Background: an optimization exercise with open tools, aiming at small area and a short achievable clock period. Do not read the settings as production practice.
Function was checked by simulation only, so behaviour that the tests miss may differ from the original.
Power is estimated from default activity; no workload was simulated.

==> flow/design.v (excerpt) <==
module vector_sequencer (
  input  logic                clk_i,
  input  logic                rst_ni,
  input  logic [22:0]         req_i,
  input  logic                req_valid_i,
  output logic                req_ready_o,
  output logic                resp_o,
  output logic                resp_valid_o,
  output logic                idle_o,
  output logic [32:0]         unit_req_o,
  output logic                unit_req_valid_o,
  input  logic                unit_req_ready_i,
  input  logic [31:0]         unit_done_i,
  input  logic                addrgen_ack_i,
  input  logic                addrgen_error_i
);
  localparam int N = 8;
  logic [3:0] op;
  logic [4:0] vd, vs1, vs2;
  logic       use_vd, use_vs1, use_vs2, vm;
  assign op      = req_i[22:19];
  assign vd      = req_i[18:14];
  assign vs1     = req_i[13:9];
  assign vs2     = req_i[8:4];
  assign use_vd  = req_i[3];
  assign use_vs1 = req_i[2];
  assign use_vs2 = req_i[1];
  assign vm      = req_i[0];
  logic [1:0] unit;
  logic       is_mem;
  logic [N-1:0] running_q;
  logic [N-1:0] free_oh;
  logic [2:0]   next_id;
  always_comb begin
    for (int i = 0; i < N; i++) begin
      free_oh[i] = ~running_q[i];
      for (int j = 0; j < i; j++) free_oh[i] = free_oh[i] & running_q[j];
    end
  end
  assign next_id[0] = free_oh[1] | free_oh[3] | free_oh[5] | free_oh[7];
  assign next_id[1] = free_oh[2] | free_oh[3] | free_oh[6] | free_oh[7];
  ...
Size: ~1100 cells after synthesis, roughly 99 I/O pins, about 12000 sq um of cells after synthesis.
clock: 5.0 ns
lec_check: 0
cap_margin: 20
core_margin: 2
core_utilization: 65
cts_cluster_diameter: 300
cts_cluster_size: 25
setup_slack_margin: 2.2
slew_margin: 20
synth_hierarchical: 1
synth_minimum_keep_size: 0
standard.sh (not shown) runs the stock make flow with config.mk's settings and CLKGATE_MAP_FILE= SYNTH_SCRIPT=/design/flow/synth_recipe.tcl, a recipe that flattens the netlist after the stock synthesis.
==> flow/flow/run.sh <==
#!/bin/bash
# Standard layout, with every port buffered by the smallest buffer
# (sky130_fd_sc_hd__buf_1) and timing repair free to resize cells across
# footprints (the platform limits it to same-footprint swaps); the
# resizer upsizes the port buffers where timing needs it.
set -euo pipefail
bash standard.sh "BUFFER_PORTS_ARGS=-buffer_cell sky130_fd_sc_hd__buf_1" MATCH_CELL_FOOTPRINT=0 finish > standard.log 2>&1
Edit:
==> flow/flow/run.sh (replaced) <==
#!/bin/bash
# Standard layout, with every port buffered by the smallest buffer
# (sky130_fd_sc_hd__buf_1); the resizer still upsizes them where timing needs it.
set -euo pipefail
bash standard.sh "BUFFER_PORTS_ARGS=-buffer_cell sky130_fd_sc_hd__buf_1" finish > standard.log 2>&1
- CORE_UTILIZATION: 65 -> 55
- SETUP_SLACK_MARGIN: 2.2 -> 2.3
Clock skew came out lower by 0.0033 ns.
Synthesized area does not change.
Die area came out higher by about a fifth.
Worst setup slack gets better by 0.038 ns.
Total power came out higher slightly.
Sequential cell count is unchanged.
Via count came out higher slightly.
Synthesized cell count does not change.
First-iteration DRC count came out lower by a few percent.
Edit:
- CORE_UTILIZATION: 55 -> 50
After rerunning:
- clock-buffer cell count does not change
- setup slack degrades by 0.067 ns
- final area went up slightly
- core utilization is lower by 5.3 points
- critical path depth does not change
- global-route usage falls by 2.4 points
- worst hold slack stays flat
- cell count rises by a few percent
- power stays flat
Edit:
- CORE_UTILIZATION: 50 -> 65
- GPL_TIMING_DRIVEN: unset -> 0
- SETUP_SLACK_MARGIN: 2.3 -> 2.2
Result: Non-clock buffer count is higher by 36; register-to-register slack stays flat; wire length is higher by 11%; final area hardly moves; setup slack loses 0.069 ns.

---

## north
Another version of the RTL of vector_sequencer (not shown whole).
Size: ~1100 cells after synthesis, ~99 I/O pins, roughly 12000 um2 of cells after synthesis.
clock: 5.0 ns
lec_check: 0
cap_margin: 20
core_margin: 2
core_utilization: 65
cts_cluster_diameter: 300
cts_cluster_size: 25
place_density: 0.8
setup_slack_margin: 2.5
slew_margin: 20
synth_hierarchical: 1
synth_minimum_keep_size: 0
==> flow/flow/run.sh <==
#!/bin/bash
# Standard layout, with every port buffered by the smallest buffer
# (sky130_fd_sc_hd__buf_1); the resizer still upsizes them where timing needs it.
set -euo pipefail
bash standard.sh "BUFFER_PORTS_ARGS=-buffer_cell sky130_fd_sc_hd__buf_1" finish > standard.log 2>&1
north completed every stage of the flow, and the final layout passed the timing, design-rule and antenna checks.
Setup changes, north to south
Settings: changing SETUP_SLACK_MARGIN from 2.5 to 2.8; removing PLACE_DENSITY (formerly 0.8).
[summary]
Comparing south and north, the higher worst setup slack is on north.
Min share of total power in sequential cells across south and north: south
Highest fanout seen on the critical path in south is 4 above north.
The run showing the smaller clock-pin slew reported for the worst setup and hold paths after clock tree synthesis is south.
Each of the runs, namely south and north, reached the end of the flow and came out clean.
south vs north: number of global-route vias before repair down
Cell with the biggest individual delay on the critical path: sky130_fd_sc_hd__nor4b_4 -> north, sky130_fd_sc_hd__o311ai_4 -> south
## Diff of input files: east against south
Settings: SETUP_SLACK_MARGIN now 2.5, was 2.8; CORE_UTILIZATION now 72, was 65.
--- outcome ---
Compared with south, east shows non-clock buffer instance count of the final layout that has gone down by a little under 10%.
| core region area | lower: east |
Compared with south, east shows floorplan row count that has gone down by a few percent.
Compared east vs south, and share of total power in combinational logic is down in east.
Compared with south, in east count of boundary I/O pins saw little to no change; initial core utilization shows an increase of 7.9 points; multi-input combinational cell area now sits lower; final critical-path share of the clock period climbed 0.45 points.
Compared with south, post-CTS resize count in east decreased by more than half.
The inputs of west differ from those of east as listed below.
Settings: CORE_UTILIZATION now 65, was 72; ABC_AREA now 1, previously not set.
Findings:
Die area, east and west: higher on west. west: full flow OK, the timing, design-rule and antenna checks passed. The minimum clock period reported for west is smaller than that of east by 150 ps. Diff east and west: number of iterations in the first detailed-routing pass lower in west. Internal power was lower in the run labelled east. east → west: wire length after detailed routing went up, half-perimeter wire length after placement shows an increase of 40%.
For middle, these inputs were changed with respect to west:
Settings: ABC_AREA removed (was 1); ABC_CLOCK_PERIOD_IN_PS newly set to 1500.
==> comparison <==
- Looking at clock network power share across west and middle, the one that comes out lower is west.
- From west to middle the numbers moved as follows: via count normalized by instance count rose 7.9%, met2 layer usage reported by global route fell 9.0 points, number of cell instances on the worst register-to-register path fell 7, utilization rose 2.1 points, number of core rows fell 4.
- Area after synthesis, middle vs west: down by more than 10%
- Against west, middle comes in 46% lower on synthesized cell count.

afterwards: timing with drivers on the ports:
In the flow no input, the clock included, has a driving cell. The finished layouts below were timed again as built, in two steps. Step 1 assumes that a clkbuf_16 drives the clock port and a buf_2 every other input. Step 2 times the ports against the registers' clock, not the clock port: input delays grow and output delays shrink by t, the midpoint of the rising clock arrivals with the driver on. Slacks: ideal ports / drivers / drivers and shift; pairs: ideal ports / drivers.
run	t (ns)	slack for setup (ns)	worst setup path at the end	worst slew at a driven data input, ns	pins driven straight from the clock port
the first run of note 1	0.524	2.245 / 2.202 / 1.790	input to register	0.06	1
the second run of note 1	0.519	2.283 / 2.229 / 1.897	input to register	0.07	1
the third run of note 1	0.517	2.216 / 2.166 / 1.885	input to register	0.08	1
the fourth run of note 1	0.527	2.147 / 2.099 / 1.715	input to register	0.04	1
north	0.512	2.229 / 2.180 / 2.001	input to register	0.07	1
south	0.502	2.224 / 2.155 / 1.945	input to register	0.09	1
east	0.504	2.201 / 2.157 / 2.049	input to register	0.06	1
west	0.516	2.348 / 2.299 / 2.094	input to register	0.06	1
middle	0.508	2.209 / 2.149 / 1.909	input to register	0.06	1
After both steps every run listed still meets setup and hold. The setup slack of the first run of note 1, which loses most, moves by -0.043 ns with the drivers and by -0.455 ns with both steps.
